This design comes from an exercise in tuning for small area, a short achievable clock period and few clock cycles per item on the open sky130 flow, not from production work.
The RTL was checked by simulation tests, not by an equivalence proof against the original design.

==> run R: inputs <==
==> flow/design.v (excerpt) <==
module mag_calibrate_heading (
  input  logic               clk,
  input  logic               rst,
  input  logic               in_valid,
  output logic               in_stall,
  input  logic [1:0]         req_type,
  input  logic signed [15:0] raw_x,
  input  logic signed [15:0] raw_y,
  input  logic signed [15:0] raw_z,
  output logic               out_valid,
  input  logic               out_stall,
  output logic [14:0]        heading,
  output logic signed [19:0] cal_x,
  output logic signed [19:0] cal_y,
  output logic signed [19:0] cal_z,
  output logic [1:0]         status,
  output logic               calibrated
);
clock: 7.0 ns
lec_check: 0
cap_margin: 20
core_margin: 2
core_utilization: 60
setup_slack_margin: 3.6
slew_margin: 20
synth_hierarchical: 1
synth_minimum_keep_size: 0
run.sh (not shown) runs the stock make flow with config.mk's settings and CLKGATE_MAP_FILE= SYNTH_SCRIPT=/design/flow/synth_recipe.tcl, a recipe that flattens the netlist after the stock synthesis.
==> run M (differences from run R) <==
--- a/flow/design.v
+++ b/flow/design.v
@@ -73,17 +73,20 @@
   input  logic [15:0] lo_y,
   input  logic [15:0] lo_z,
   input  logic [15:0] hi_x,
   input  logic [15:0] hi_y,
   input  logic [15:0] hi_z,
   output logic        done,
   output logic [15:0] g_x,       
   output logic [15:0] g_y,
-  output logic [15:0] g_z
+  output logic [15:0] g_z,
+  output logic [17:0] g3_x,      
+  output logic [17:0] g3_y,
+  output logic [17:0] g3_z
 );
   logic [4:0]  cnt;
   logic [17:0] den_x, den_y, den_z;    
   logic [17:0] rem_x, rem_y, rem_z;
   logic [15:0] quo_x, quo_y, quo_z;
   logic        ovf_x, ovf_y, ovf_z;
   logic [17:0] sum;
   function automatic logic [33:0] n_init(input logic [17:0] s, input logic [17:0] den);
@@ -95,17 +98,17 @@
                                            input logic [17:0] den);
     logic [18:0] trial, diff;
     logic        ge;
     trial = {rem, quo[15]};
     diff  = trial - {1'b0, den};
     ge    = !diff[18];
     div_step = {ge ? diff[17:0] : trial[17:0], quo[14:0], ge};
   endfunction
-  assign done = cnt == 5'd19;
+  assign done = cnt == 5'd21;
   always_ff @(posedge clk) begin
     if (restart) cnt <= '0;
     else if (!done) cnt <= cnt + 5'd1;
     if (cnt == 5'd0) begin
       den_x <= {{2{hi_x[15]}}, hi_x} - {{2{lo_x[15]}}, lo_x};
       den_y <= {{2{hi_y[15]}}, hi_y} - {{2{lo_y[15]}}, lo_y};
       den_z <= {{2{hi_z[15]}}, hi_z} - {{2{lo_z[15]}}, lo_z};
     end
@@ -125,20 +128,27 @@
       ovf_y <= rem_y >= den_y;
       ovf_z <= rem_z >= den_z;
     end
     if (cnt >= 5'd3 && cnt <= 5'd18) begin
       {rem_x, quo_x} <= div_step(rem_x, quo_x, den_x);
       {rem_y, quo_y} <= div_step(rem_y, quo_y, den_y);
       {rem_z, quo_z} <= div_step(rem_z, quo_z, den_z);
     end
+    if (cnt == 5'd19) begin
+      g_x <= ovf_x ? 16'hffff : quo_x;
+      g_y <= ovf_y ? 16'hffff : quo_y;
+      g_z <= ovf_z ? 16'hffff : quo_z;
+    end
+    if (cnt == 5'd20) begin
+      g3_x <= 18'(g_x) + {1'b0, g_x, 1'b0};
+      g3_y <= 18'(g_y) + {1'b0, g_y, 1'b0};
+      g3_z <= 18'(g_z) + {1'b0, g_z, 1'b0};
+    end
   end
-  assign g_x = ovf_x ? 16'hffff : quo_x;
-  assign g_y = ovf_y ? 16'hffff : quo_y;
-  assign g_z = ovf_z ? 16'hffff : quo_z;
 endmodule
 module mcal_add #(
   parameter int W = 16
 ) (
   input  logic [W-1:0] a,
   input  logic [W-1:0] b,
   input  logic         cin,
   output logic [W-1:0] s
@@ -220,59 +230,76 @@
   output logic signed [19:0] cal_z,
   output logic [1:0]         status,
   output logic               calibrated
 );
   localparam int XW = 29;               
   localparam int PW = 66;               
   logic adv;                  
   logic fin_busy;             
+  logic s0_free;              
   logic        v0;
   logic [1:0]  q0;
   logic signed [15:0] r0x, r0y, r0z;
+  logic        kv;            
+  logic [1:0]  kq;
+  logic signed [15:0] kx, ky, kz;
   logic        acc;
   assign adv = ~(out_valid & out_stall);
-  assign in_stall = ~adv | fin_busy;
+  assign s0_free = ~v0 | (adv & ~fin_busy);
   assign acc = in_valid & ~in_stall;
   always_ff @(posedge clk) begin
-    if (rst) v0 <= 1'b0;
-    else if (!in_stall) v0 <= in_valid;
-    if (!in_stall) begin
-      q0 <= req_type; r0x <= raw_x; r0y <= raw_y; r0z <= raw_z;
+    if (rst) begin
+      v0 <= 1'b0;
+      kv <= 1'b0;
+      in_stall <= 1'b0;
+    end else begin
+      if (s0_free) v0 <= kv | acc;
+      if (kv) kv <= ~s0_free;
+      else kv <= acc & ~s0_free;
+      in_stall <= kv ? ~s0_free : (acc & ~s0_free);
+    end
+    if (s0_free) begin
+      if (kv) begin
+        q0 <= kq; r0x <= kx; r0y <= ky; r0z <= kz;
+      end else begin
+        q0 <= req_type; r0x <= raw_x; r0y <= raw_y; r0z <= raw_z;
+      end
+    end
+    if (!kv) begin
+      kq <= req_type; kx <= raw_x; ky <= raw_y; kz <= raw_z;
     end
   end
   logic signed [15:0] lo_x, lo_y, lo_z, hi_x, hi_y, hi_z;
   logic               seen;
   logic signed [16:0] c_x, c_y, c_z;
   logic [15:0]        g_x, g_y, g_z;
   logic [17:0]        g3_x, g3_y, g3_z;    
   logic               cal_valid;
   logic               fin_fail;
   logic               fail;
   logic               trk_chg;    
   logic               ddone;
   logic [15:0]        gn_x, gn_y, gn_z;
   logic [17:0]        gn3_x, gn3_y, gn3_z;
-  assign gn3_x = 18'(gn_x) + {1'b0, gn_x, 1'b0};
-  assign gn3_y = 18'(gn_y) + {1'b0, gn_y, 1'b0};
-  assign gn3_z = 18'(gn_z) + {1'b0, gn_z, 1'b0};
   logic               commit;
   assign fail = !seen || hi_x <= lo_x || hi_y <= lo_y || hi_z <= lo_z;
   assign commit = fin_busy && !v1 && (fail || ddone);
   assign trk_chg = rst || commit ||
                    (v0 && q0 == 2'd1 && (r0x < lo_x || r0x > hi_x || r0y < lo_y ||
                                          r0y > hi_y || r0z < lo_z || r0z > hi_z));
   logic [16:0] cn_x, cn_y, cn_z;
   mcal_add #(17) u_cx (.a(17'(lo_x)), .b(17'(hi_x)), .cin(1'b0), .s(cn_x));
   mcal_add #(17) u_cy (.a(17'(lo_y)), .b(17'(hi_y)), .cin(1'b0), .s(cn_y));
   mcal_add #(17) u_cz (.a(17'(lo_z)), .b(17'(hi_z)), .cin(1'b0), .s(cn_z));
   mcal_div u_div (
     .clk (clk), .restart(trk_chg),
     .lo_x(lo_x), .lo_y(lo_y), .lo_z(lo_z), .hi_x(hi_x), .hi_y(hi_y), .hi_z(hi_z),
-    .done(ddone), .g_x(gn_x), .g_y(gn_y), .g_z(gn_z)
+    .done(ddone), .g_x(gn_x), .g_y(gn_y), .g_z(gn_z),
+    .g3_x(gn3_x), .g3_y(gn3_y), .g3_z(gn3_z)
   );
   always_ff @(posedge clk) begin
     if (rst) begin
       lo_x <= 16'sd32767; lo_y <= 16'sd32767; lo_z <= 16'sd32767;
       hi_x <= -16'sd32768; hi_y <= -16'sd32768; hi_z <= -16'sd32768;
       seen <= 1'b0;
       c_x <= '0; c_y <= '0; c_z <= '0;
       g_x <= 16'd16384; g_y <= 16'd16384; g_z <= 16'd16384;
@@ -284,17 +311,17 @@
         if (r0x < lo_x) lo_x <= r0x;
         if (r0x > hi_x) hi_x <= r0x;
         if (r0y < lo_y) lo_y <= r0y;
         if (r0y > hi_y) hi_y <= r0y;
         if (r0z < lo_z) lo_z <= r0z;
         if (r0z > hi_z) hi_z <= r0z;
         seen <= 1'b1;
       end
-      if (acc && req_type == 2'd2) fin_busy <= 1'b1;
+      if (s0_free && (kv ? kq == 2'd2 : acc && req_type == 2'd2)) fin_busy <= 1'b1;
       if (commit) begin
         fin_fail <= fail;
         if (!fail) begin
           c_x <= cn_x;
           c_y <= cn_y;
           c_z <= cn_z;
           g_x <= gn_x; g_y <= gn_y; g_z <= gn_z;
           g3_x <= gn3_x; g3_y <= gn3_y; g3_z <= gn3_z;
- CORE_UTILIZATION: 60 -> 55
==> comparison table <==
| item | run M | run R |
|---|---|---|
| Run status | no timing/DRC/antenna violations | no timing/DRC/antenna violations |
| Site row count | 217 | 204 |
| Sink Count | 3007 | 2851 |
| Worst hold margin | 390 ps | 402 ps |
| Endpoint of the most critical register-to-register path | hs_x[19] | hs_z[13] |
| Clock network latency to the later pin of the worst-skew pair | 950 ps | 960 ps |
| Final std cell area, no fill | 0.222 mm2 | 0.215 mm2 |
| Crit path launch | s1x[24] | s1z[19] |
| Layout clock buffer count | 401 | 362 |
| Share of the cycle needed by the critical path after routing | 0.513 | 0.514 |
| Post-CTS resize count | 612 | 536 |
| HPWL after detailed placement | 373 mm | 367 mm |
| Cell area after technology mapping | 0.193 mm2 | 0.187 mm2 |
| Detail Route met3 WL | 29.0 mm | 37.1 mm |
| Combined area of the multi-input logic cells | 0.104 mm2 | 0.103 mm2 |
| Die span in y | 596 um | 562 um |
| Detailed Route Iter0 Violations | 10.2k | 11.7k |
Testbench counts of run R, summed over its fixed seeds: cycles 3,626, items 3,200.
Testbench counts of run M, summed over its fixed seeds: cycles 3,658, items 3,200.

* * *

==> v30: inputs <==
mag_calibrate_heading, a different RTL version from the one above (not shown whole).
==> flow/config.mk <==
export PLATFORM = sky130hd
export DESIGN_NAME = mag_calibrate_heading
export DESIGN_NICKNAME = mag_calibrate_heading
export VERILOG_FILES = /design/flow/design.v
export SDC_FILE = /design/flow/constraint.sdc
export NUM_CORES = 4
export LEC_CHECK = 0
export CAP_MARGIN = 20
export CORE_MARGIN = 2
export CORE_UTILIZATION = 65
export SETUP_SLACK_MARGIN = 3.6
export SLEW_MARGIN = 20
export SYNTH_HIERARCHICAL = 1
export SYNTH_MINIMUM_KEEP_SIZE = 0
==> flow/constraint.sdc <==
create_clock -name core_clock -period 7.0 [get_ports {clk}]
set_input_delay 1.4000 -clock core_clock [delete_from_list [all_inputs] [get_ports {clk}]]
set_output_delay 1.4000 -clock core_clock [all_outputs]
set_load 0.01 [all_outputs]
==> v38 (differences from v30) <==
--- a/flow/config.mk
+++ b/flow/config.mk
@@ -9,3 +9,3 @@
 export CORE_MARGIN = 2
-export CORE_UTILIZATION = 65
+export CORE_UTILIZATION = 60
 export SETUP_SLACK_MARGIN = 3.6
==> v14 (differences from v30) <==
--- a/flow/config.mk
+++ b/flow/config.mk
@@ -9,4 +9,4 @@
 export CORE_MARGIN = 2
-export CORE_UTILIZATION = 65
-export SETUP_SLACK_MARGIN = 3.6
+export CORE_UTILIZATION = 60
+export SETUP_SLACK_MARGIN = 3.8
 export SLEW_MARGIN = 20
==> run summary <==
v14 ran to the end with violations: antenna rules. v30 completed, yet does not pass: capacitance limit, slew limit. v38 completed with no timing, DRC or antenna violations.
The lowest final cell count belongs to v30, the highest to v14.
Cell area: v14 > v30 > v38.
In v30 the first-iteration DRC count is larger than in v38, by about 22%.
Of v30 and v38, v38 has the higher die area (gap about 8%, measured against v38).
In v38 the via count is lower than in v14, by about 1.4%.
==> figures <==
| quantity | v14 | v38 | v30 |
|---|---|---|---|
| Clock buf count | 400 | 400 | 383 |
| Total stage count of the critical path | 10 | 8 | 7 |
| Run status | complete, but fails checks | finished clean | complete, but fails checks |
| Layout check failures | antenna rules | - | capacitance limit, slew limit |
| Floorplan row count | 204 | 204 | 196 |
| Number of instances in the placed design | 19846 | 19846 | 19496 |
| Finished layout cell area | 216000 µm² | 211000 µm² | 213000 µm² |
| End of the worst register-to-register path | hs_x[19] | hs_y[23] | hs_x[9] |
| Post-cts resize count | 862 | 337 | 411 |
| Fillers | 21590 | 22360 | 18499 |
| Global-route track usage on met3 | 4.68% | 4.44% | 6.00% |
| Proportion of layout cells with a drive suffix above 1 | 14.9% | 11.1% | 12.5% |
| CP Launch Point | s1x[45] | s1y[30] | s1x[29] |
Testbench counts of v30, summed over its fixed seeds: cycles 3,626, items 3,200.
Testbench counts of v38, summed over its fixed seeds: cycles 3,626, items 3,200.
Testbench counts of v14, summed over its fixed seeds: cycles 3,626, items 3,200.

-- what the ideal ports hide --
The results above use ideal ports. As a check the final layouts listed here were re-extracted and re-timed, cells and wires unchanged.
Step 1 (the two cells are an assumption about what drives the block):
set clk [get_ports {clk}]
set_driving_cell -lib_cell sky130_fd_sc_hd__clkbuf_16 $clk
set_driving_cell -lib_cell sky130_fd_sc_hd__buf_2 [delete_from_list [all_inputs] $clk]
Step 2 also shifts input and output timing later by t, the mid clock arrival at the registers, as if the neighbouring blocks saw the same clock.
Three values: ideal, step 1, step 2; two values: the first two.
run | t (ns) | slack for setup (ns) | worst setup path at the end | slew at the worst register clock pin (ns) | worst data-port slew with drivers (ns)
run R | 1.034 | 3.402 / 3.402 / 2.720 | input to register | 0.07 / 0.07 | 0.20
run M | 1.037 | 3.411 / 3.411 / 2.643 | input to register | 0.07 / 0.07 | 0.06
v30 | 1.031 | 2.827 / 2.827 / 2.794 | input to register | 0.09 / 0.09 | 0.17
v38 | 1.023 | 3.494 / 3.494 / 3.043 | input to register | 0.07 / 0.07 | 0.16
v14 | 1.023 | 3.425 / 3.425 / 3.004 | input to register | 0.07 / 0.07 | 0.20
The setup slack of run M, which loses most, moves by 0.000 ns with the drivers and by -0.768 ns with both steps.
